Context: an optimization exercise on an open-source flow, tuned for small area, a short achievable clock period and few clock cycles per item. The choices shown serve that exercise and are no tape-out recipe.
The RTL was checked by simulation tests, not by an equivalence proof against the original design.

==> inputs of 10-17 <==
==> flow/design.v (excerpt) <==
module mul_fu (
    input  logic         i_clk,
    input  logic         i_rst,
    input  logic         i_flush,
    input  logic         issue_valid,
    output logic         issue_ready,
    input  logic [1:0]   mul_op,
    input  logic [31:0]  rs1_v,
    input  logic [31:0]  rs2_v,
    input  logic [5:0]   pd_s,
    input  logic [3:0]   rob_num,
    input  logic [31:0]  instr_pc,
    input  logic [271:0] rvfi_in,
    output logic         fu_done,
    output logic [380:0] fu_data,
    input  logic         ack
);
Settings: LEC_CHECK=0, ABC_AREA=1, CAP_MARGIN=20, CORE_MARGIN=2, CORE_UTILIZATION=60, SLEW_MARGIN=20, SYNTH_HIERARCHICAL=1; clock period 9.0 ns.
run.sh (not shown) runs the stock make flow with config.mk's settings and CLKGATE_MAP_FILE= SYNTH_SCRIPT=/design/flow/synth_recipe.tcl, a recipe that flattens the netlist after the stock synthesis.
==> 07-11: changes against 10-17 <==
==> flow/flow/run.sh (new file) <==
#!/bin/bash
# The standard layout (the standard.sh, standard synthesis included), with
# the port buffers that global placement inserts made plain buf_1 cells instead
# of the delay cell the resizer picks by default. Every port still gets one.
set -euo pipefail
export BUFFER_PORTS_ARGS="-buffer_cell sky130_fd_sc_hd__buf_1"
bash standard.sh > standard_flow.log 2>&1
==> flow/standard.sh (new file) <==
#!/bin/bash
# synth_recipe.tcl (not shown) runs the flow's synth.tcl, then flattens the netlist and writes it again
# the make line also repeats each setting of config.mk as NAME=value (left out here)
make -C /OpenROAD-flow-scripts/flow DESIGN_CONFIG=/design/flow/config.mk WORK_HOME=/design/flow/orfs CLKGATE_MAP_FILE= SYNTH_SCRIPT=/design/flow/synth_recipe.tcl "${@:-finish}"
--- a/flow/config.mk
+++ b/flow/config.mk
@@ -11,2 +11,4 @@
 export CORE_UTILIZATION = 60
+export CTS_BUF_LIST = sky130_fd_sc_hd__clkbuf_4 sky130_fd_sc_hd__clkbuf_8
+export SETUP_SLACK_MARGIN = 4
 export SLEW_MARGIN = 20
removed: flow/run.sh
==> 01-15: changes against 10-17 <==
==> flow/flow/run.sh (new file) <==
#!/bin/bash
# The standard layout (the standard.sh, standard synthesis included), with
# the port buffers that global placement inserts made plain buf_1 cells instead
# of the delay cell the resizer picks by default. Every port still gets one.
set -euo pipefail
export BUFFER_PORTS_ARGS="-buffer_cell sky130_fd_sc_hd__buf_1"
bash standard.sh > standard_flow.log 2>&1
==> flow/standard.sh (new file) <==
#!/bin/bash
# synth_recipe.tcl (not shown) runs the flow's synth.tcl, then flattens the netlist and writes it again
# the make line also repeats each setting of config.mk as NAME=value (left out here)
make -C /OpenROAD-flow-scripts/flow DESIGN_CONFIG=/design/flow/config.mk WORK_HOME=/design/flow/orfs CLKGATE_MAP_FILE= SYNTH_SCRIPT=/design/flow/synth_recipe.tcl "${@:-finish}"
removed: flow/run.sh
==> results.sh <==
export IMPL_critPathLaunch="rs2_v[9]"
export IMPL_layout_commonest_cell="buf_1"
export IMPL_multi_input_area_share=0.522
export IMPL_hpwlAfterDp_mm=125
export IMPL_fmax_ghz=0.156
export IMPL_cp_depth=11
export IMPL_worstPathArrival_ps=6760
export IMPL_multi_input_area_um2=23900
export IMPL_status="no timing/DRC/antenna violations"
The numbers above come from 01-15.

==> results.sh <==
export IMPL_hpwlAfterDp_mm=124
export IMPL_hold_depth=2
export IMPL_critPathLaunch="rs1_v[24]"
export IMPL_worstPathArrival_ps=6490
export IMPL_synth_edf_count=471
export IMPL_hold_viol_final=0
export IMPL_status="no timing/DRC/antenna violations"
export IMPL_multi_input_area_um2=23900
export IMPL_crit_end="u_dp.r_s[102]$_DFFE_PP_"
The numbers above come from 10-17.

==> results.sh <==
export IMPL_multi_input_area_share=0.534
export IMPL_fmax_ghz=0.190
export IMPL_status="no timing/DRC/antenna violations"
export IMPL_hpwlAfterDp_mm=122
export IMPL_multi_input_area_um2=27000
The numbers above come from 07-11.

Testbench counts of 10-17, summed over its fixed seeds: cycles 2,056, ops 2,048.
Testbench counts of 07-11, summed over its fixed seeds: cycles 2,056, ops 2,048.
Testbench counts of 01-15, summed over its fixed seeds: cycles 2,056, ops 2,048.

what the ideal ports hide:
The results above use ideal ports. As a check the final layouts listed here were re-extracted and re-timed, cells and wires unchanged.
Step 1: set_driving_cell puts a clkbuf_16 on i_clk and a buf_2 on each other input, an assumption about the parent block.
Step 2 adds t to the input delays and takes it off the output delays; t is the mean of the earliest and latest rising clock arrival at the registers after step 1. Input paths then give back, and output paths get back, about the clock's delay inside the block.
Slacks: ideal / step 1 / step 2; pairs: ideal / step 1.
run | t, ns | setup slack, ns | worst setup path after step 2 | worst register clock-pin slew, ns
10-17 | 0.704 | 2.861 / 2.823 / 2.205 | input to register | 0.07 / 0.07
07-11 | 0.760 | 3.749 / 3.681 / 3.208 | input to register | 0.08 / 0.08
01-15 | 0.706 | 2.610 / 2.658 / 1.951 | input to register | 0.07 / 0.07
After both steps setup and hold are still met in every run listed. The setup slack of 01-15, which loses most, moves by +0.048 ns with the drivers and by -0.659 ns with both steps.
